From an optimization exercise on the open Yosys and OpenROAD flow, aimed at small area; shortcuts taken in it are not production practice. The RTL was checked by simulation tests, not by an equivalence proof against the original design. Power figures rest on the tool's default switching activity, not on a simulated workload.

==> design/flow/design.v <==
package exe_pkg;
        localparam int XLEN       = 32;
        localparam int REG_ADDR_W = 5;
        localparam logic [6:0] OPC_OP     = 7'b0110011;
        localparam logic [6:0] OPC_OP_IMM = 7'b0010011;
        localparam logic [6:0] OPC_BRANCH = 7'b1100011;
        localparam logic [6:0] OPC_LUI    = 7'b0110111;
        localparam logic [6:0] OPC_AUIPC  = 7'b0010111;
        typedef struct packed {
                logic                    wr;
                logic [REG_ADDR_W-1:0]   rd;
                logic [XLEN-1:0]         val;
        } res_rec_t;
endpackage
`timescale 1ns/100ps
module operand_decode (
        input  logic                        clk,
        input  logic                        reset_n,
        input  logic                        in_req_i,
        input  logic [31:0]                 instr_i,
        input  logic [exe_pkg::XLEN-1:0]    pc_i,
        input  logic [exe_pkg::XLEN-1:0]    rs1_i,
        input  logic [exe_pkg::XLEN-1:0]    rs2_i,
        output logic                        in_ack_o,
        input  logic                        fifo_full_i,
        output logic                        push_o,
        output exe_pkg::res_rec_t           rec_o
);
        logic [6:0]                 opcode;
        logic [2:0]                 funct3;
        logic                       is_op;
        logic                       is_op_imm;
        logic                       is_alu;
        logic                       is_branch;
        logic                       is_lui;
        logic                       is_auipc;
        logic                       alt;
        logic                       sub;
        logic [31:0]                y;
        logic [31:0]                b;
        logic [31:0]                p;
        logic [31:0]                g;
        logic [32:0]                c;
        logic                       eq;
        logic                       lt;
        logic                       ltu;
        logic                       shl;
        logic                       fill;
        logic [31:0]                sh_in;
        logic [31:0]                l0, l1, l2, l3;
        logic [31:0]                sh_out;
        logic                       en_p;
        logic                       en_c;
        logic                       en_g;
        logic [31:0]                alu_out;
        logic                       br_taken;
        logic [31:0]                imm2;
        logic [31:0]                pc2;
        logic [31:0]                upper;
        logic                       pc_en;
        logic [31:0]                pg;
        logic [31:0]                pp;
        logic [32:0]                pc_c;
        assign push_o = in_req_i & ~in_ack_o & ~fifo_full_i;
        always_ff @(posedge clk or negedge reset_n) begin
                if (!reset_n) begin
                        in_ack_o <= 1'b0;
                end else if (push_o) begin
                        in_ack_o <= 1'b1;
                end else if (!in_req_i) begin
                        in_ack_o <= 1'b0;
                end
        end
        assign opcode    = instr_i[6:0];
        assign funct3    = instr_i[14:12];
        assign is_op     = (opcode == exe_pkg::OPC_OP);
        assign is_op_imm = (opcode == exe_pkg::OPC_OP_IMM);
        assign is_alu    = is_op | is_op_imm;
        assign is_branch = (opcode == exe_pkg::OPC_BRANCH);
        assign is_lui    = (opcode == exe_pkg::OPC_LUI);
        assign is_auipc  = (opcode == exe_pkg::OPC_AUIPC);
        assign alt       = instr_i[30] & (is_op | (funct3 == 3'b101));
        assign y = is_op_imm ? {{20{instr_i[31]}}, instr_i[31:20]} : rs2_i;
        assign sub = is_branch | (funct3[2:1] == 2'b01) | ((funct3 == 3'b000) & alt);
        assign b   = y ^ {32{sub}};
        assign p = rs1_i ^ b;
        assign g = rs1_i & b;
        assign c[0] = sub;
        for (genvar i = 0; i < 32; i++) begin : g_add
                assign c[i+1] = g[i] | (p[i] & c[i]);
        end
        assign eq  = &p;                         
        assign ltu = ~c[32];
        assign lt  = rs1_i[31] ^ b[31] ^ c[32];
        assign shl  = (funct3 == 3'b001);
        assign fill = alt & rs1_i[31] & ~shl;
        for (genvar i = 0; i < 32; i++) begin : g_rev
                assign sh_in[i] = shl ? rs1_i[31-i] : rs1_i[i];
        end
        for (genvar i = 0; i < 32; i++) begin : g_sh
                assign l0[i] = y[4] ? ((i + 16 < 32) ? sh_in[(i + 16) % 32] : fill) : sh_in[i];
                assign l1[i] = y[3] ? ((i +  8 < 32) ? l0[(i + 8) % 32] : fill) : l0[i];
                assign l2[i] = y[2] ? ((i +  4 < 32) ? l1[(i + 4) % 32] : fill) : l1[i];
                assign l3[i] = y[1] ? ((i +  2 < 32) ? l2[(i + 2) % 32] : fill) : l2[i];
                assign sh_out[i] = y[0] ? ((i + 1 < 32) ? l3[(i + 1) % 32] : fill) : l3[i];
        end
        assign en_p = is_alu & ((funct3 == 3'b000) | (funct3 == 3'b100) | (funct3 == 3'b110));
        assign en_c = is_alu & (funct3 == 3'b000);
        assign en_g = is_alu & ((funct3 == 3'b110) | (funct3 == 3'b111));
        for (genvar i = 0; i < 32; i++) begin : g_res
                assign alu_out[i] = ((p[i] & en_p) ^ ((c[i] & en_c) | (g[i] & en_g)))
                                  | (is_alu & shl & sh_out[31-i])
                                  | (is_alu & (funct3 == 3'b101) & sh_out[i])
                                  | ((i == 0) & is_alu & (funct3 == 3'b010) & lt)
                                  | ((i == 0) & is_alu & (funct3 == 3'b011) & ltu);
        end
        always_comb begin
                case (funct3)
                        3'b000:  br_taken = eq;
                        3'b001:  br_taken = ~eq;
                        3'b100:  br_taken = lt;
                        3'b101:  br_taken = ~lt;
                        3'b110:  br_taken = ltu;
                        3'b111:  br_taken = ~ltu;
                        default: br_taken = 1'b0;
                endcase
        end
        assign imm2 = is_auipc ? {instr_i[31:12], 12'd0}
                    : {{20{instr_i[31]}}, instr_i[7], instr_i[30:25], instr_i[11:8], 1'b0};
        assign pc2  = pc_i;
        assign pc_en = ~is_alu & ~is_lui;
        assign pg = pc2 & imm2;
        assign pp = pc2 ^ imm2;
        assign pc_c[0] = 1'b0;
        for (genvar i = 0; i < 32; i++) begin : g_pcadd
                assign pc_c[i+1] = pg[i] | (pp[i] & pc_c[i]);
                assign upper[i]  = (pp[i] & pc_en) ^ (pc_c[i] & pc_en);
        end
        always_comb begin
                rec_o.wr = is_alu | is_lui | is_auipc;
                if (rec_o.wr) begin
                        rec_o.rd = instr_i[11:7];
                end else begin
                        rec_o.rd = {3'b000, is_branch, is_branch & br_taken};
                end
                rec_o.val = alu_out | upper | ({instr_i[31:12], 12'd0} & {32{is_lui}});
        end
endmodule
`timescale 1ns/100ps
module op_fifo (
        input  logic                clk,
        input  logic                reset_n,
        input  logic                push_i,
        input  exe_pkg::res_rec_t   wdata_i,
        input  logic                pop_i,
        output exe_pkg::res_rec_t   shown_o,
        output logic                full_o,
        output logic                empty_o
);
        localparam int N = 5;
        localparam int W = $bits(wdata_i);
        logic [W-1:0]       mem [N];
        logic [N-1:0]       wr_ptr;      
        logic [N-1:0]       shown;       
        logic [N-1:0]       rd_ptr;      
        logic [W-1:0]       head;
        assign rd_ptr  = (shown == '0) ? N'(1) : {shown[N-2:0], shown[N-1]};
        assign empty_o = |(wr_ptr & rd_ptr);
        assign full_o  = |({wr_ptr[N-2:0], wr_ptr[N-1]} & rd_ptr);
        always_ff @(posedge clk) begin
                for (int i = 0; i < N; i++) begin
                        if (push_i && wr_ptr[i]) begin
                                mem[i] <= wdata_i;
                        end
                end
        end
        always_ff @(posedge clk or negedge reset_n) begin
                if (!reset_n) begin
                        wr_ptr <= N'(1);
                        shown  <= '0;
                end else begin
                        if (push_i) begin
                                wr_ptr <= {wr_ptr[N-2:0], wr_ptr[N-1]};
                        end
                        if (pop_i) begin
                                shown <= rd_ptr;
                        end
                end
        end
        always_comb begin
                head = '0;
                for (int i = 0; i < N; i++) begin
                        head = head | (mem[i] & {W{shown[i]}});
                end
        end
        assign shown_o = head;
endmodule
`timescale 1ns/100ps
module alu_branch_exec (
        input  logic                                clk,
        input  logic                                reset_n,
        input  logic                                empty_i,
        input  exe_pkg::res_rec_t                   rec_i,
        output logic                                pop_o,
        output logic                                res_req_o,
        input  logic                                res_ack_i,
        output logic [exe_pkg::REG_ADDR_W-1:0]      rd_addr_o,
        output logic                                write_rd_o,
        output logic [exe_pkg::XLEN-1:0]            result_o,
        output logic                                branch_taken_o,
        output logic [exe_pkg::XLEN-1:0]            branch_target_o
);
        logic release_q;     
        assign pop_o = ~res_req_o & ~release_q & ~empty_i;
        always_ff @(posedge clk or negedge reset_n) begin
                if (!reset_n) begin
                        res_req_o <= 1'b0;
                        release_q <= 1'b0;
                end else begin
                        if (pop_o) begin
                                res_req_o <= 1'b1;
                        end else if (res_req_o && res_ack_i) begin
                                res_req_o <= 1'b0;
                                release_q <= 1'b1;
                        end else if (release_q && !res_ack_i) begin
                                release_q <= 1'b0;
                        end
                end
        end
        assign write_rd_o      = rec_i.wr;
        assign rd_addr_o       = rec_i.rd & {5{rec_i.wr}};
        assign result_o        = rec_i.val & {32{rec_i.wr}};
        assign branch_taken_o  = rec_i.rd[0] & ~rec_i.wr;
        assign branch_target_o = rec_i.val & {32{rec_i.rd[1] & ~rec_i.wr}};
endmodule
`timescale 1ns/100ps
module exe_top #(
        parameter int DEPTH = 4
) (
        input  logic                                clk,
        input  logic                                reset_n,
        input  logic                                in_req_i,
        output logic                                in_ack_o,
        input  logic [31:0]                         instr_i,
        input  logic [exe_pkg::XLEN-1:0]            pc_i,
        input  logic [exe_pkg::XLEN-1:0]            rs1_i,
        input  logic [exe_pkg::XLEN-1:0]            rs2_i,
        output logic                                res_req_o,
        input  logic                                res_ack_i,
        output logic [exe_pkg::REG_ADDR_W-1:0]      rd_addr_o,
        output logic                                write_rd_o,
        output logic [exe_pkg::XLEN-1:0]            result_o,
        output logic                                branch_taken_o,
        output logic [exe_pkg::XLEN-1:0]            branch_target_o
);
        logic                   push;
        logic                   pop;
        logic                   fifo_full;
        logic                   fifo_empty;
        exe_pkg::res_rec_t      push_rec;
        exe_pkg::res_rec_t      shown_rec;
        operand_decode u_decode (
                .clk         (clk),
                .reset_n     (reset_n),
                .in_req_i    (in_req_i),
                .instr_i     (instr_i),
                .pc_i        (pc_i),
                .rs1_i       (rs1_i),
                .rs2_i       (rs2_i),
                .in_ack_o    (in_ack_o),
                .fifo_full_i (fifo_full),
                .push_o      (push),
                .rec_o       (push_rec)
        );
        op_fifo u_fifo (
                .clk     (clk),
                .reset_n (reset_n),
                .push_i  (push),
                .wdata_i (push_rec),
                .pop_i   (pop),
                .shown_o (shown_rec),
                .full_o  (fifo_full),
                .empty_o (fifo_empty)
        );
        alu_branch_exec u_exec (
                .clk             (clk),
                .reset_n         (reset_n),
                .empty_i         (fifo_empty),
                .rec_i           (shown_rec),
                .pop_o           (pop),
                .res_req_o       (res_req_o),
                .res_ack_i       (res_ack_i),
                .rd_addr_o       (rd_addr_o),
                .write_rd_o      (write_rd_o),
                .result_o        (result_o),
                .branch_taken_o  (branch_taken_o),
                .branch_target_o (branch_target_o)
        );
endmodule
==> design/flow/flow/run.sh <==
#!/bin/bash
# Own layout flow: the standard synthesis unchanged, then the standard
# ORFS layout with single-drive port buffers, combinational gates set back
# to drive strength 1 after floorplan, and a clock tree of smaller buffers
# without dummy loads. Each step's full output goes to a log file here.
set -euo pipefail
bash standard.sh synth > flow_synth.log 2>&1
bash standard.sh \
        BUFFER_PORTS_ARGS="-buffer_cell sky130_fd_sc_hd__buf_1" \
        POST_FLOORPLAN_TCL="$PWD/flow/downsize.tcl" \
        CTS_ARGS="-sink_clustering_enable -repair_clock_nets -dont_use_dummy_load -buf_list sky130_fd_sc_hd__clkbuf_4" \
        finish > flow_layout.log 2>&1
==> design/flow/flow/downsize.tcl <==
# Run after floorplan: synthesis sized some gates up for speed the 10 ns
# clock does not need. Put each combinational gate back at drive strength 1
# (same function and pins); repair_design and repair_timing in the later
# steps size up again wherever slew, capacitance or setup need it.
puts "Downsizing combinational gates"
report_design_area
set n 0
foreach inst [get_cells *] {
  set ref [get_property $inst ref_name]
  if { ![regexp {^(sky130_fd_sc_hd__[a-z0-9]+)_([0-9]+)$} $ref -> base drive] } { continue }
  if { $drive <= 1 } { continue }
  if { [regexp {df|dl|clk|buf|conb|tap|fill|decap|diode|ha|fa|maj} $base] } { continue }
  set small [get_lib_cells -quiet ${base}_1]
  if { [llength $small] == 0 } { continue }
  replace_cell $inst $small
  incr n
}
puts "Downsized $n instances"
report_design_area
==> design/flow/standard.sh <==
#!/bin/bash
# synth_recipe.tcl (not shown) runs the flow's synth.tcl, then flattens the netlist and writes it again
# the make line also repeats each setting of config.mk as NAME=value (left out here)
make -C /OpenROAD-flow-scripts/flow DESIGN_CONFIG=/design/flow/config.mk WORK_HOME=/design/flow/orfs CLKGATE_MAP_FILE= SYNTH_SCRIPT=/design/flow/synth_recipe.tcl "${@:-finish}"
==> design/flow/config.mk <==
export PLATFORM = sky130hd
export DESIGN_NAME = exe_top
export DESIGN_NICKNAME = exe_top
export VERILOG_FILES = /design/flow/design.v
export SDC_FILE = /design/flow/constraint.sdc
export NUM_CORES = 4
export LEC_CHECK = 0
export ABC_AREA = 1
export CAP_MARGIN = 20
export CORE_MARGIN = 2
export CORE_UTILIZATION = 65
export SLEW_MARGIN = 20
==> design/flow/constraint.sdc <==
create_clock -name core_clock -period 10.0 [get_ports {clk}]
set_input_delay 2.0000 -clock core_clock [delete_from_list [all_inputs] [get_ports {clk}]]
set_output_delay 2.0000 -clock core_clock [all_outputs]
set_load 0.01 [all_outputs]
==> summary.md, run 1 <==
| Metric | Value |
|---|---|
| Peak VDD IR | 0.139 mV |
| Setup CP Type | input pin to flop |
| Synth warn | 4 |
| DR iter-0 viols | 1331 |
| Post-Synthesis Cell Area | 14100 um2 |
| First drt pass iteration count | 5 |
| H-tree depth | 2 |
| Layout cells sized above 1 | 4.27% |
| PwrDens | 179 nW/um2 |
| Worst skew pair latency | 0.58 ns |
| Worst Path Required | 10.27 ns |
| Max Cap Viol | 0 |
| Switch share | 41.4% |
| Post-Syn Area per Cell | 8.10 um2 |
| Number of setup violations in the final report | 0 |
| Synth area leaders | edfxtp_1 (41%), nand2_1 (12%), ha_1 (5.5%) |
| CTS resizes | 0 |
| Gpl congestion | 1.09 |
| Global-route wire length before repair | 63700 um |
| Fill cell count | 1705 |
| Cell mode on critical path | nand2_1 |
| Worst-margin pin slew | 1.08 ns |
| Flop pwr share | 39.6% |
| Max Clock Skew | 0.0408 ns |
| Antenna violations before repair | 3 |
| Share of the synthesized area in the top cell type | 40.6% |
| Remaining DRCs | 0 |
| Critical path startpoint category | input pin |
| P_leak | 6.55 nW |
| Synth unique cells | 52 |
| Area Growth Syn to Fin | 8.23% |
| Die H | 151 um |
| Fmax | 117 MHz |
| Comb power frac | 44.4% |
| CP Data Arrival Time | 8.83 ns |
| Top_reg_cell synth | edfxtp_1 |
| Mapped Cells | 1737 |
| Die Footprint | 22800 um2 |
| DP Worst Slack | 1.05 ns |
| Cell with the most instances after synthesis | nand2_1 |
| Clock share of power | 16.0% |
| Final Routed Wirelength | 42500 um |
| Setup ws final | 1.45 ns |
| All-Layer GR Usage | 37.1% |
| EDFF count, synth | 190 |
| TNS Setup | 0 ns |
| Inserted Clock Buffers | 41 |
| DPL Wire Length | 32200 um |
| Initial core utilization | 66.5% |
| Status | complete, no violations |
| Via count of the first global-routing pass | 11600 |
| Final Critical Period | 8.55 ns |
| Setup Buffers After CTS | 0 |
| DIE WIDTH | 151 um |
| CTS clk-pin slew, worst paths | 0.07 ns |
| CTS Hold Bufs | 0 |
| Period Utilization, post-route | 85.5% |
| Buffers on Ports | 204 |
| Delay of the slowest cell on the worst path | 0.33 ns |
| Post-DRT Antenna Nets | 0 |
| FP Rows | 53 |
| Core Area | 21200 um2 |
| CTS root buf | clkbuf_4 |
| Worst Path Max Fanout | 20 |
| Final slew viol count | 0 |
| Hold Vio Cnt, Final | 0 |
| Async set-reset flop share out of synthesis | 6.40% |
| TritonCTS clock tree | done |
| Largest net degree at the start of global routing | 55 |
| Deepest clock path buffer count | 3 |
| Post-synth top cells | nand2_1 (462), edfxtp_1 (190), inv_1 (167), nor2_1 (161), o21ai_0 (146) |
| Net count, final | 2115 |
| Yosys reg bits | 203 |
| Slew margin rel. | 28.1% |
| Wirelength per Cell | 19.4 um |
| Post-Syn Nets | 1931 |
| Crit. End Element | flop |
| Cell taking the most area after synthesis | edfxtp_1 |
| Remaining global-route overflow | 0 |
| Min-Delay Path Class | flop to flop |
| Crit path max-delay cell type | inv_1 |
| Internal power | 0.00160 W |
| CTS sink cnt | 203 |
| Via count | 13200 |
| Seq/Total Area, Yosys | 42.9% |
| # IOs | 205 |
| RSZ-0062 raised after global routing | false |
| Vias/cell | 6.02 |
| Switching Power | 0.00113 W |
## power by group through the flow
stage / combinational [W] / clock, W / sequential, W
3_5_place_dp: 0.00120 / 0 / 0.00110
2_1_floorplan: 0.000786 / 0 / 0.00110
5_1_grt: 0.00136 / 0.000474 / 0.00109
4_1_cts: 0.00120 / 0.000439 / 0.00108
6_report: 0.00121 / 0.000435 / 0.00108
3_3_place_gp: 0.00117 / 0 / 0.00109
## logic make-up (layout without fill, tap and decap cells)
logic type	count (synthesis)	count (layout)	synth area share [%]
compound gates	332	332	14.9
other cells	0	2	0
simple gates	781	781	23.1
mux	42	42	2.99
flops	203	203	42.9
xor+xnor	47	47	2.93
fa+ha+maj	62	62	5.51
buf+inv	270	452	7.63
## stage by stage
step           total power [W]  cell area, um2  util (%)  cells  hold slack, ns
3_5_place_dp           0.00230           14900      70.5   2153           0.488
5_1_grt                0.00292           15200      72.0   2195           0.524
6_report               0.00273           15200      72.0   2196           0.488
3_3_place_gp           0.00227           14900      70.5   2153           0.468
2_1_floorplan          0.00189           14100         -   1737           0.444
4_1_cts                0.00272           15200      71.9   2194           0.500
## routing by layer
layer  track usage (%)  share of wire [%]
met1              47.1                 37
met2              61.8                 47
met3              4.73                9.2
met4              20.6                6.3
met5                 0                  0
## final timing paths
kind	startpoint	end	slack, ns	cells after the start
worst max-delay path	instr_i[6]	u_fifo.mem[1][31]$_DFFE_PP_	1.45	70
worst min-delay path	u_exec.release_q$_DFFE_PN0P_	u_exec.release_q$_DFFE_PN0P_	0.49	2
max in group asynchronous	reset_n	u_fifo.shown[3]$_DFFE_PN0P_	8.06	1
worst max register to register	u_fifo.shown[3]$_DFFE_PN0P_	u_fifo.mem[3][4]$_DFFE_PP_	6.92	7
min in group asynchronous	reset_n	u_fifo.shown[1]$_DFFE_PN0P_	1.46	1
worst min register to register	u_exec.release_q$_DFFE_PN0P_	u_exec.release_q$_DFFE_PN0P_	0.49	2
## area by class of cell
| type | count | area (um2) | share of cell area [%] |
|---|---|---|---|
| Antenna cell | 2 | 5.00 | 0.0329 |
| Clock buffer | 41 | 308 | 2.02 |
| Inverter | 180 | 676 | 4.44 |
| Multi-Input combinational cell | 1264 | 6890 | 45.3 |
| Sequential cell | 203 | 6030 | 39.6 |
| Tap cell | 275 | 344 | 2.26 |
| Timing Repair Buffer | 231 | 968 | 6.36 |
## flip-flops by register name (all words and copies together) (netlist names)
signal and flops:
u_decode.in_ack_o 1, u_fifo.shown 5, u_exec.release_q 1, u_fifo.wr_ptr 5, u_exec.res_req_o 1, u_fifo.mem 190
## critical path: cells and delay by family
family          cells  cell delay, ns
buf+inv            10            1.05
simple gates       51            4.21
compound gates      7            1.07
xor+xnor            1            0.17
fa+ha+maj           1            0.32
## cells in the final DEF (no fill, tap or decap), types with 3 or more instances in the layout
cell	netlist	layout
o21ai_1	7	4
a221oi_1	38	38
a31oi_1	4	4
o211ai_1	21	21
ha_1	62	62
mux2i_1	42	42
nor4_1	4	3
buf_4	0	27
a22oi_1	28	28
nand3_1	73	76
edfxtp_1	190	190
buf_1	15	204
nand4_1	12	12
a211oi_1	6	6
or2_1	0	7
nand2_1	462	494
a21oi_1	38	39
o21ai_2	0	3
o22ai_1	6	6
inv_1	167	180
dfrtp_1	12	11
o2111ai_1	5	5
xor2_1	41	41
a2111oi_0	3	3
a22o_1	4	4
nand3b_1	6	6
nor2_4	0	4
o221ai_1	15	15
o21ai_0	146	146
clkbuf_4	0	41
o21bai_1	4	4
xnor2_1	6	6
nor2_1	161	162
nor3_1	10	9
==> run 2: changes to the inputs <==
--- a/design/flow/flow/run.sh
+++ b/design/flow/flow/run.sh
@@ -9,4 +9,4 @@
         BUFFER_PORTS_ARGS="-buffer_cell sky130_fd_sc_hd__buf_1" \
         POST_FLOORPLAN_TCL="$PWD/flow/downsize.tcl" \
-        CTS_ARGS="-sink_clustering_enable -repair_clock_nets -dont_use_dummy_load -buf_list sky130_fd_sc_hd__clkbuf_4" \
+        CTS_ARGS="-sink_clustering_enable -repair_clock_nets -dont_use_dummy_load -sink_clustering_size 30 -sink_clustering_max_diameter 100 -buf_list sky130_fd_sc_hd__clkbuf_16" \
         finish > flow_layout.log 2>&1
==> run 2 against run 1 <==
Critical endpoint is now u_fifo.mem[0][31]$_DFFE_PP_. Wire length grew 0.16%. Register-to-register slack gained 0.05 ns. Largest power group unchanged. Count of clock-buffer cells in the layout down 31.
==> summary.md, run 2 <==
| Metric | Value |
|---|---|
| PwrDens | 178 nW/um2 (-0.70%) |
| Post-synth top cells | nand2_1 (462), edfxtp_1 (190), inv_1 (167), nor2_1 (161), o21ai_0 (146) |
| Largest net degree at the start of global routing | 55 (unchanged) |
| Worst skew pair latency | 0.46 ns (-0.12 ns) |
| DP Worst Slack | 1.05 ns (unchanged) |
| Synth warn | 4 (unchanged) |
| Setup ws final | 1.27 ns (-0.183 ns) |
| Area after DPL | 14900 um2 (unchanged) |
| Antenna violations before repair | 2 (-1) |
| Setup Buffers After CTS | 0 (unchanged) |
| Yosys reg bits | 203 (unchanged) |
| Max layer used | met4 |
| Mapped Cells | 1737 (unchanged) |
| Critical path startpoint category | input pin |
| Cell taking the most area after synthesis | edfxtp_1 |
| First drt pass iteration count | 6 (+1) |
| Metal2 WL | 20200 um (+0.41%) |
| Peak VDD IR | 0.138 mV (-0.66%) |
| Worst Path Max Fanout | 20 (unchanged) |
| Area Growth Syn to Fin | 7.82% |
| Core Area | 21200 um2 (unchanged) |
| Dpl cells | 2153 (unchanged) |
| H-tree depth | 1 (-1) |
| TNS Setup | 0 ns (unchanged) |
| Via count | 13000 (-1.4%) |
| Via count of the first global-routing pass | 11400 (-1.6%) |
| Cell with the most instances after synthesis | nand2_1 |
| Gpl congestion | 1.09 (unchanged) |
| Cell mode on critical path | nand2_1 |
| Crit-path leading delay family | simple AND/OR/NAND/NOR gates |
| Min-Delay Path Class | flop to flop |
| Post-Syn Nets | 1931 (unchanged) |
| Vias/cell | 6.02 (about the same) |
| CTS root buf | clkbuf_16 |
| CP Data Arrival Time | 8.87 ns (+0.04 ns) |
| Post-Syn Area per Cell | 8.10 um2 (unchanged) |
| Most frequent cells in the layout | nand2_1 (494), buf_1 (204), edfxtp_1 (190) |
| Final Routed Wirelength | 42600 um (+0.16%) |
| Seq. cell area | 6030 um2 (unchanged) |
| Wirelength per Cell | 19.7 um (+1.6%) |
| Area of the multi-input gates | 6890 um2 (unchanged) |
| Async set-reset flop share out of synthesis | 6.40% (unchanged) |
| Worst Path Required | 10.13 ns (-0.14 ns) |
| Deepest clock path buffer count | 3 (unchanged) |
| Post-Synthesis Cell Area | 14100 um2 (unchanged) |
| Slew margin rel. | 26.5% (-1.6 points) |
| EDFF count, synth | 190 (unchanged) |
| Worst-margin pin slew | 1.10 ns (+0.0237 ns) |
| CTS Hold Bufs | 0 (unchanged) |
| All-Layer GR Usage | 36.9% (-0.25 points) |
| Period Utilization, post-route | 87.3% (+1.8 points) |
| FP Rows | 53 (unchanged) |
| Fmax | 114 MHz (-2.1%) |
| CTS sink cnt | 203 (unchanged) |
| Max Cap Viol | 0 (unchanged) |
| Max Clock Skew | 0.0271 ns (-0.0137 ns) |
| Final slew viol count | 0 (unchanged) |
| Buffers on Ports | 204 (unchanged) |
| Remaining DRCs | 0 (unchanged) |
| Delay of the slowest cell on the worst path | 0.32 ns (about the same) |
| Crit. End Element | flop |
| Die H | 151 um (unchanged) |
| Hold Vio Cnt, Final | 0 (unchanged) |
| Setup CP Type | input pin to flop |
| Synth unique cells | 52 (unchanged) |
| CTS clk-pin slew, worst paths | 0.11 ns (+0.04 ns) |
| Non-filler cells, final | 2165 (-1.4%) |
| Largest registers | u_fifo.mem x190, u_fifo.shown x5, u_fifo.wr_ptr x5 |
| DPL Wire Length | 32200 um (unchanged) |
| Crit path max-delay cell type | inv_1 |
| Die Footprint | 22800 um2 (unchanged) |
| Max reg flops | 190 (unchanged) |
| Post-route total power | 0.00270 W (-1.1%) |
| TritonCTS clock tree | done |
| WP buf/inv | 10 (unchanged) |
| Layout cells sized above 1 | 2.70% (-1.6 points) |
| Post-DRT Antenna Nets | 0 (unchanged) |
| Status | complete, no violations |
| RSZ-0062 raised after global routing | false |
| Most common cell after layout, fill and taps aside | nand2_1 |
| Routed wl met3 | 3820 um (-2.5%) |
| Global-route wire length before repair | 63500 um (-0.26%) |
| Final Critical Period | 8.73 ns (+0.183 ns) |
| Net count, final | 2084 (-1.5%) |
| CTS resizes | 0 (unchanged) |
| # IOs | 205 (unchanged) |
| Design area | 15200 um2 (-0.38%) |
| Most flops, register | u_fifo.mem |
| Number of setup violations in the final report | 0 (unchanged) |
| Top_reg_cell synth | edfxtp_1 |
| Seq/Total Area, Yosys | 42.9% (unchanged) |
| Inserted Clock Buffers | 10 (-76%) |
| Fill cell count | 1692 (-0.76%) |
| DIE WIDTH | 151 um (unchanged) |
| M1 WL | 16000 um (+1.1%) |
| DR iter-0 viols | 1348 (+1.3%) |
| Remaining global-route overflow | 0 (unchanged) |
| Synth area leaders | edfxtp_1 (41%), nand2_1 (12%), ha_1 (5.5%) |
| Share of the synthesized area in the top cell type | 40.6% (unchanged) |
| Initial core utilization | 66.5% (unchanged) |
| P_leak | 6.49 nW (-1.0%) |
==> run 2: cell count changes in the layout (fill, tap and decap cells not counted), sizes merged <==
cell	previous run	this run
clkbuf	41	10
==> run 2: power breakdown <==
part	internal, W	switching [W]	total (W)
logic	0.000355	0.000855	0.00121
clock network	0.000181	0.000227	0.000408
registers	0.00105	0.0000252	0.00108
==> run 2: path summary, 6_finish.rpt <==
check | start | end | slack (ns) | depth (start not counted)
min in group asynchronous | reset_n | u_exec.release_q$_DFFE_PN0P_ | 1.54 | 1
max reg2reg | u_fifo.shown[3]$_DFFE_PN0P_ | u_fifo.mem[3][31]$_DFFE_PP_ | 6.97 | 7
min | u_exec.release_q$_DFFE_PN0P_ | u_exec.release_q$_DFFE_PN0P_ | 0.50 | 2
min reg2reg | u_exec.release_q$_DFFE_PN0P_ | u_exec.release_q$_DFFE_PN0P_ | 0.50 | 2
max in group asynchronous | reset_n | u_fifo.shown[3]$_DFFE_PN0P_ | 7.98 | 1
max | instr_i[6] | u_fifo.mem[0][31]$_DFFE_PP_ | 1.27 | 70
==> run 2: logic make-up after synthesis <==
logic type | count (synthesis) | share of synthesized area [%]
adders and majority gates | 62 | 5.51
AOI/OAI and AO/OA | 332 | 14.9
muxes | 42 | 2.99
and+or+nand+nor | 781 | 23.1
xor gates and xnor gates | 47 | 2.93
DFF | 203 | 42.9
buffers and inverters | 270 | 7.63
==> run 2: through the flow <==
| stage | util (%) | hold slack [ns] |
|---|---|---|
| after floorplan | - | 0.444 |
| after global placement | 70.5 | 0.468 |
| after detailed placement | 70.5 | 0.488 |
| after CTS | 71.7 | 0.513 |
| after global routing | 71.7 | 0.538 |
| final | 71.7 | 0.503 |
==> run 2: area by class of cell <==
cell class                      count  share of cell area, %
Inverter                          180                   4.45
Tap cell                          275                   2.27
Clock buffer                       10                   1.65
Sequential cell                   203                   39.8
Antenna cell                        2                 0.0330
Multi-Input combinational cell   1264                   45.4
Timing Repair Buffer              231                   6.39
==> run 2: tightest hold or removal path, cell delays in order, from the launching register on <==
cell and delay [ns]:
dfrtp_1 0.34, nor2_1 0.04, nor2_1 0.08
==> run 2: per-layer routing <==
layer  up-vias  track usage (%)
li1       6234                -
met1      5951             47.5
met2       752             61.9
met3       107             3.58
met4         0             19.5
met5         -                0
==> run 3: changes to the inputs <==
--- a/design/flow/flow/run.sh
+++ b/design/flow/flow/run.sh
@@ -9,4 +9,4 @@
         BUFFER_PORTS_ARGS="-buffer_cell sky130_fd_sc_hd__buf_1" \
         POST_FLOORPLAN_TCL="$PWD/flow/downsize.tcl" \
-        CTS_ARGS="-sink_clustering_enable -repair_clock_nets -dont_use_dummy_load -sink_clustering_size 30 -sink_clustering_max_diameter 100 -buf_list sky130_fd_sc_hd__clkbuf_16" \
+        CTS_ARGS="-sink_clustering_enable -repair_clock_nets -dont_use_dummy_load -sink_clustering_size 18 -sink_clustering_max_diameter 60 -buf_list sky130_fd_sc_hd__clkbuf_8" \
         finish > flow_layout.log 2>&1
==> run 3 against run 2 <==
Still clean. Utilization shrank 0.21 points. Power fell by 1.6%. Clock skew grew 0.032 ns. First-iteration DRC count rose by 3.7%. Flip-flop and latch count unchanged. Non-clock buffer count unchanged. Register-to-register slack lost 0.06 ns. Synthesized cell count unchanged. Largest cell class unchanged.
==> summary.md, run 3 <==
| Metric | Value |
|---|---|
| Setup Buffers After CTS | 0 (unchanged) |
| Via count | 13100 (+0.061%) |
| Beginning of the worst hold path | u_exec.release_q$_DFFE_PN0P_ |
| Worst R2R Setup Slack | 6.91 ns (-0.06 ns) |
| FP Rows | 53 (unchanged) |
| DP Worst Slack | 1.05 ns (unchanged) |
| Peak VDD IR | 0.151 mV (+9.2%) |
| Min-Delay Path Class | flop to flop |
| TritonCTS clock tree | done |
| TNS Setup | 0 ns (unchanged) |
| Worst Path Max Fanout | 20 (unchanged) |
| Post-Syn Nets | 1931 (unchanged) |
| Cell taking the most area after synthesis | edfxtp_1 |
| Hold endpoint | u_exec.release_q$_DFFE_PN0P_ |
| Critical path startpoint category | input pin |
| Seq/Total Area, Yosys | 42.9% (unchanged) |
| Max reg flops | 190 (unchanged) |
| Worst-margin pin slew | 1.02 ns (-0.0810 ns) |
| Area after DPL | 14900 um2 (unchanged) |
| R2R Path End | u_fifo.mem[3][14]$_DFFE_PP_ |
| Post-synth top cells | nand2_1 (462), edfxtp_1 (190), inv_1 (167), nor2_1 (161), o21ai_0 (146) |
| Cell with the most instances after synthesis | nand2_1 |
| Post-Synthesis Cell Area | 14100 um2 (unchanged) |
| Via count of the first global-routing pass | 11400 (+0.087%) |
| Wirelength per Cell | 19.5 um (-0.73%) |
| Core Area | 21200 um2 (unchanged) |
| Area Growth Syn to Fin | 7.51% |
| DPL Wire Length | 32200 um (unchanged) |
| CTS Hold Bufs | 0 (unchanged) |
| Setup CP Type | input pin to flop |
| RSZ-0062 raised after global routing | false |
| Worst skew pair latency | 0.49 ns (+0.03 ns) |
| Die Footprint | 22800 um2 (unchanged) |
| Async set-reset flop share out of synthesis | 6.40% (unchanged) |
| Delay of the slowest cell on the worst path | 0.32 ns (about the same) |
| Most common cell after layout, fill and taps aside | nand2_1 |
| Inserted Clock Buffers | 15 (+5) |
| Synth warn | 4 (unchanged) |
| Largest net degree at the start of global routing | 55 (unchanged) |
| Global-route wire length before repair | 63200 um (-0.39%) |
| Most flops, register | u_fifo.mem |
| # IOs | 205 (unchanged) |
| Slew margin rel. | 31.9% (+5.4 points) |
| Top_reg_cell synth | edfxtp_1 |
| Deepest clock path buffer count | 3 (unchanged) |
| Share of the synthesized area in the top cell type | 40.6% (unchanged) |
| CTS root buf | clkbuf_8 |
| Hold Vio Cnt, Final | 0 (unchanged) |
| Remaining global-route overflow | 0 (unchanged) |
| CTS resizes | 0 (unchanged) |
| Yosys reg bits | 203 (unchanged) |
| Fmax | 116 MHz (+1.7%) |
| Setup ws final | 1.41 ns (+0.144 ns) |
| Final slew viol count | 0 (unchanged) |
| Final Routed Wirelength | 42400 um (-0.50%) |
| Fill cell count | 1697 (+0.30%) |
| Initial core utilization | 66.5% (unchanged) |
| DR iter-0 viols | 1398 (+3.7%) |
| Worst-case reg-to-reg path depth | 7 (unchanged) |
| Design area | 15100 um2 (-0.29%) |
| Remaining DRCs | 0 (unchanged) |
| Cell mode on critical path | nand2_1 |
| CTS sink cnt | 203 (unchanged) |
| R2R Path Start | u_fifo.shown[3]$_DFFE_PN0P_ |
| Layout cells sized above 1 | 2.96% (+0.26 points) |
| Vias/cell | 6.01 (-0.17%) |
| PwrDens | 175 nW/um2 (-1.3%) |
| All-Layer GR Usage | 36.8% (-0.047 points) |
| Number of setup violations in the final report | 0 (unchanged) |
| Synth area leaders | edfxtp_1 (41%), nand2_1 (12%), ha_1 (5.5%) |
| DIE WIDTH | 151 um (unchanged) |
| Gpl congestion | 1.09 (unchanged) |
| Final Critical Period | 8.59 ns (-0.144 ns) |
| Hold path depth | 2 (unchanged) |
| Synth unique cells | 52 (unchanged) |
| EDFF count, synth | 190 (unchanged) |
| Crit. End Element | flop |
| Net count, final | 2089 (+0.24%) |
| Die H | 151 um (unchanged) |
| Most frequent cells in the layout | nand2_1 (494), buf_1 (204), edfxtp_1 (190) |
| Period Utilization, post-route | 85.9% (-1.4 points) |
| CTS clk-pin slew, worst paths | 0.11 ns (about the same) |
| Post-Syn Area per Cell | 8.10 um2 (unchanged) |
| H-tree depth | 1 (unchanged) |
| CP Data Arrival Time | 8.78 ns (-0.09 ns) |
| Post-DRT Antenna Nets | 0 (unchanged) |
| Antenna violations before repair | 2 (unchanged) |
| Max Cap Viol | 0 (unchanged) |
| Min Hold Slack | 0.504 ns (+0.00155 ns) |
| First drt pass iteration count | 7 (+1) |
| Status | complete, no violations |
| Mapped Cells | 1737 (unchanged) |
| Utilization after layout | 71.5% (-0.21 points) |
| P_leak | 6.47 nW (-0.24%) |
| Max Clock Skew | 0.0587 ns (+0.0316 ns) |
| Crit path max-delay cell type | inv_1 |
| Buffers on Ports | 204 (unchanged) |
| Worst Path Required | 10.19 ns (+0.06 ns) |
| Largest registers | u_fifo.mem x190, u_fifo.shown x5, u_fifo.wr_ptr x5 |
[run 3: worst max-delay path by stage]
stage	startpoint	endpoint	slack, ns	depth (start not counted)
after floorplan	instr_i[1]	u_fifo.mem[0][31]$_DFFE_PP_	2.22	68
after global placement	instr_i[6]	u_fifo.mem[2][31]$_DFFE_PP_	1.43	70
after detailed placement	instr_i[6]	u_fifo.mem[1][31]$_DFFE_PP_	1.05	70
after CTS	instr_i[6]	u_fifo.mem[4][31]$_DFFE_PP_	1.55	70
after global routing	instr_i[6]	u_fifo.mem[4][30]$_DFFE_PP_	0.35	70
final	instr_i[6]	u_fifo.mem[4][31]$_DFFE_PP_	1.41	70
[run 3: cell type report]
class	count	area, um2	share of cell area [%]
timing repair buffer	231	968	6.40
antenna	2	5.00	0.0331
tap	275	344	2.28
inverter	180	676	4.47
multi-input combinational	1264	6890	45.6
sequential	203	6030	39.9
clock buffer	15	206	1.37
[run 3: power breakdown]
part	total [W]	leakage [nW]	internal, W	switching [W]
clock network	0.000366	0.108	0.000136	0.000230
registers	0.00108	1.88	0.00105	0.0000249
logic	0.00121	4.49	0.000355	0.000854
[run 3: per-layer routing]
layer / part of all wire (%) / wire length (um) / vias up / global-route usage, %
met5: 0 / 0 / - / 0
met4: 6.4 / 2690 / 0 / 20.5
met3: 9.1 / 3840 / 113 / 3.61
met2: 47 / 19900 / 751 / 60.9
met1: 38 / 15900 / 5946 / 47.8
li1: - / - / 6242 / -
[run 3: worst max-delay path, delay by kind of cell]
kind / cells / cell delay (ns)
and+or+nand+nor: 51 / 4.17
AOI/OAI and AO/OA: 7 / 1.07
buffers and inverters: 10 / 1.03
adders and majority gates: 1 / 0.32
xor gates and xnor gates: 1 / 0.17
[run 3: per-stage QoR]
step	total power [W]	std cells
floorplan	0.00189	1737
global placement	0.00227	2153
detailed placement	0.00230	2153
CTS	0.00265	2168
global route	0.00283	2168
finish	0.00265	2170
[run 3: logic make-up after synthesis]
group,Yosys count,synth area share (%)
AND/OR/NAND/NOR,781,23.1
AO/OA/AOI/OAI,332,14.9
buffers and inverters,270,7.63
flip-flops,203,42.9
adder cells (fa/ha/maj),62,5.51
XOR/XNOR,47,2.93
multiplexers,42,2.99
==> run 4: changes to the inputs <==
--- a/design/flow/flow/run.sh
+++ b/design/flow/flow/run.sh
@@ -2,6 +2,7 @@
 # Own layout flow: the standard synthesis unchanged, then the standard
 # ORFS layout with single-drive port buffers, combinational gates set back
-# to drive strength 1 after floorplan, and a clock tree of smaller buffers
-# without dummy loads. Each step's full output goes to a log file here.
+# to drive strength 1 after floorplan, and a clock tree of clkbuf_8 leaves
+# over clusters of at most 18 flip-flops, without dummy loads. Each step's
+# full output goes to a log file here.
 set -euo pipefail
 bash standard.sh synth > flow_synth.log 2>&1
==> run 4 against run 3 <==
Still clean. Register-to-register slack about the same. Final cell count stayed put. Global-route usage did not move. Wire length stayed put. Non-clock buffer count unchanged. Clock skew stayed put. Power unchanged. Die area stayed put. Worst setup slack unchanged. Critical path type unchanged. Critical endpoint unchanged. Largest power group unchanged.
==> summary.md, run 4 <==
| Metric | Value |
|---|---|
| Status | complete, no violations |
| Vias/cell | 6.01 (unchanged) |
| Area Growth Syn to Fin | 7.51% (unchanged) |
| Remaining global-route overflow | 0 (unchanged) |
| EDFF count, synth | 190 (unchanged) |
| Final Routed Wirelength | 42400 um (unchanged) |
| DIE WIDTH | 151 um (unchanged) |
| Worst-margin pin slew | 1.02 ns (unchanged) |
| CTS root buf | clkbuf_8 |
| Buffers on Ports | 204 (unchanged) |
| TNS Setup | 0 ns (unchanged) |
| Max Cap Viol | 0 (unchanged) |
| Setup ws final | 1.41 ns (unchanged) |
| Die H | 151 um (unchanged) |
| Worst Path Max Fanout | 20 (unchanged) |
| H-tree depth | 1 (unchanged) |
| # IOs | 205 (unchanged) |
| Min-Delay Path Class | flop to flop |
| Gpl congestion | 1.09 (unchanged) |
| Fmax | 116 MHz (unchanged) |
| Max Clock Skew | 0.0587 ns (unchanged) |
| Period Utilization, post-route | 85.9% (unchanged) |
| Deepest clock path buffer count | 3 (unchanged) |
| Setup CP Type | input pin to flop |
| Most flops, register | u_fifo.mem |
| Slew margin rel. | 31.9% (unchanged) |
| All-Layer GR Usage | 36.8% (unchanged) |
| Synth area leaders | edfxtp_1 (41%), nand2_1 (12%), ha_1 (5.5%) |
| Post-Syn Area per Cell | 8.10 um2 (unchanged) |
| CTS resizes | 0 (unchanged) |
| Critical path startpoint category | input pin |
| CTS clk-pin slew, worst paths | 0.11 ns (about the same) |
| WP buf/inv | 10 (unchanged) |
| Crit-path leading delay family | simple AND/OR/NAND/NOR gates |
| Die Footprint | 22800 um2 (unchanged) |
| FP Rows | 53 (unchanged) |
| Mapped Cells | 1737 (unchanged) |
| Cell mode on critical path | nand2_1 |
| Largest net degree at the start of global routing | 55 (unchanged) |
| DP Worst Slack | 1.05 ns (unchanged) |
| Yosys reg bits | 203 (unchanged) |
| Net count, final | 2089 (unchanged) |
| Share of the synthesized area in the top cell type | 40.6% (unchanged) |
| Crit path max-delay cell type | inv_1 |
| Crit. End Element | flop |
| Post-DRT Antenna Nets | 0 (unchanged) |
| Post-Syn Nets | 1931 (unchanged) |
| Number of setup violations in the final report | 0 (unchanged) |
| Via count | 13100 (unchanged) |
| RSZ-0062 raised after global routing | false |
| Most frequent cells in the layout | nand2_1 (494), buf_1 (204), edfxtp_1 (190) |
| Most common cell after layout, fill and taps aside | nand2_1 |
| Via count of the first global-routing pass | 11400 (unchanged) |
| Seq/Total Area, Yosys | 42.9% (unchanged) |
| Core Area | 21200 um2 (unchanged) |
| Async set-reset flop share out of synthesis | 6.40% (unchanged) |
| DR iter-0 viols | 1398 (unchanged) |
| Antenna violations before repair | 2 (unchanged) |
| Max reg flops | 190 (unchanged) |
| Inserted Clock Buffers | 15 (unchanged) |
| CP Data Arrival Time | 8.78 ns (about the same) |
| P_leak | 6.47 nW (unchanged) |
| Initial core utilization | 66.5% (unchanged) |
| Worst Path Required | 10.19 ns (about the same) |
| Post-synth top cells | nand2_1 (462), edfxtp_1 (190), inv_1 (167), nor2_1 (161), o21ai_0 (146) |
| Hold Vio Cnt, Final | 0 (unchanged) |
| Cell taking the most area after synthesis | edfxtp_1 |
| Fill cell count | 1697 (unchanged) |
| Wirelength per Cell | 19.5 um (unchanged) |
| TritonCTS clock tree | done |
| Synth unique cells | 52 (unchanged) |
| CTS sink cnt | 203 (unchanged) |
| Top_reg_cell synth | edfxtp_1 |
| CTS Hold Bufs | 0 (unchanged) |
| First drt pass iteration count | 7 (unchanged) |
| Final Critical Period | 8.59 ns (unchanged) |
| Synth warn | 4 (unchanged) |
| Largest registers | u_fifo.mem x190, u_fifo.shown x5, u_fifo.wr_ptr x5 |
| Setup Buffers After CTS | 0 (unchanged) |
| Final slew viol count | 0 (unchanged) |
| Peak VDD IR | 0.151 mV (unchanged) |
| Worst skew pair latency | 0.49 ns (about the same) |
| PwrDens | 175 nW/um2 (unchanged) |
| DPL Wire Length | 32200 um (unchanged) |
| Cell with the most instances after synthesis | nand2_1 |
| Post-Synthesis Cell Area | 14100 um2 (unchanged) |
| Global-route wire length before repair | 63200 um (unchanged) |
| Delay of the slowest cell on the worst path | 0.32 ns (about the same) |
| Remaining DRCs | 0 (unchanged) |
| Layout cells sized above 1 | 2.96% (unchanged) |
-- run 4: worst paths after layout --
path / start / end / slack (ns) / cells after the start
min in group asynchronous: reset_n / u_exec.release_q$_DFFE_PN0P_ / 1.50 / 1
max reg2reg: u_fifo.shown[3]$_DFFE_PN0P_ / u_fifo.mem[3][14]$_DFFE_PP_ / 6.91 / 7
max: instr_i[6] / u_fifo.mem[4][31]$_DFFE_PP_ / 1.41 / 70
min: u_exec.release_q$_DFFE_PN0P_ / u_exec.release_q$_DFFE_PN0P_ / 0.50 / 2
min reg2reg: u_exec.release_q$_DFFE_PN0P_ / u_exec.release_q$_DFFE_PN0P_ / 0.50 / 2
max in group asynchronous: reset_n / u_fifo.shown[3]$_DFFE_PN0P_ / 8.03 / 1
-- run 4: area by class of cell --
class	instances	area, um2	share of cell area [%]
sequential	203	6030	39.9
timing repair buffer	231	968	6.40
clock buffer	15	206	1.37
inverter	180	676	4.47
tap	275	344	2.28
antenna	2	5.00	0.0331
multi-input combinational	1264	6890	45.6
-- run 4: worst register-to-register path: cells and delay by family (launching register included) --
kind / cells / cell delay [ns]
AO/OA/AOI/OAI: 2 / 0.43
flip-flops: 1 / 0.40
AND/OR/NAND/NOR: 2 / 0.98
buffers and inverters: 3 / 0.88
-- run 4: per-layer routing --
layer	vias up	GRT usage [%]	part of all wire, %
li1	6242	-	-
met1	5946	47.8	38
met2	751	60.9	47
met3	113	3.61	9.1
met4	0	20.5	6.4
met5	-	0	0
-- run 4: per-stage QoR --
step	std cells	instance area, um2	total power (W)	utilization [%]	hold slack, ns
after floorplan	1737	14100	0.00189	-	0.444
after global placement	2153	14900	0.00227	70.5	0.468
after detailed placement	2153	14900	0.00230	70.5	0.488
after CTS	2168	15100	0.00265	71.5	0.513
after global routing	2168	15100	0.00283	71.5	0.539
final	2170	15100	0.00265	71.5	0.504
-- run 4: cells by family (layout without fill, tap and decap cells) --
group	count (synthesis)	in the layout	synth area share, %
DFF	203	203	42.9
and+or+nand+nor	781	781	23.1
buffers and inverters	270	426	7.63
adders and majority gates	62	62	5.51
other	0	2	0
AOI/OAI and AO/OA	332	332	14.9
muxes	42	42	2.99
xor gates and xnor gates	47	47	2.93
-- run 4: where the power goes --
part	internal [W]	switching [W]	total, W
logic	0.000355	0.000854	0.00121
registers	0.00105	0.0000249	0.00108
clock network	0.000136	0.000230	0.000366

## re-timing with driven ports
In the flow no input, the clock included, has a driving cell. The finished layouts below were timed again as built, in two steps. Step 1 sets driving cells, clkbuf_16 on the clock port and buf_2 on the other inputs (assumed; they add their load-dependent delay and slew). Step 2 moves the port delays by t, midway between the first and last clock arrival at a register: inputs arrive t later, outputs are due t later. That takes back most of the time a late clock gives input paths. a / b / c = ideal / step 1 / step 2; a / b = the first two.
run | shift t [ns] | setup slack, ns | latest minus earliest clock arrival (ns) | slew at the worst register clock pin (ns) | worst slew at a driven data input, ns
run 1 | 0.586 | 1.448 / 1.459 / 0.873 | 0.054 / 0.053 | 0.08 / 0.08 | 0.10
run 2 | 0.482 | 1.265 / 1.281 / 0.799 | 0.027 / 0.027 | 0.11 / 0.11 | 0.10
run 3 | 0.498 | 1.409 / 1.420 / 0.921 | 0.059 / 0.059 | 0.11 / 0.11 | 0.10
run 4 | 0.498 | 1.409 / 1.420 / 0.921 | 0.059 / 0.059 | 0.11 / 0.11 | 0.10
After both steps setup and hold are still met in every run listed. The setup slack of run 1, which loses most, moves by +0.011 ns with the drivers and by -0.575 ns with both steps.
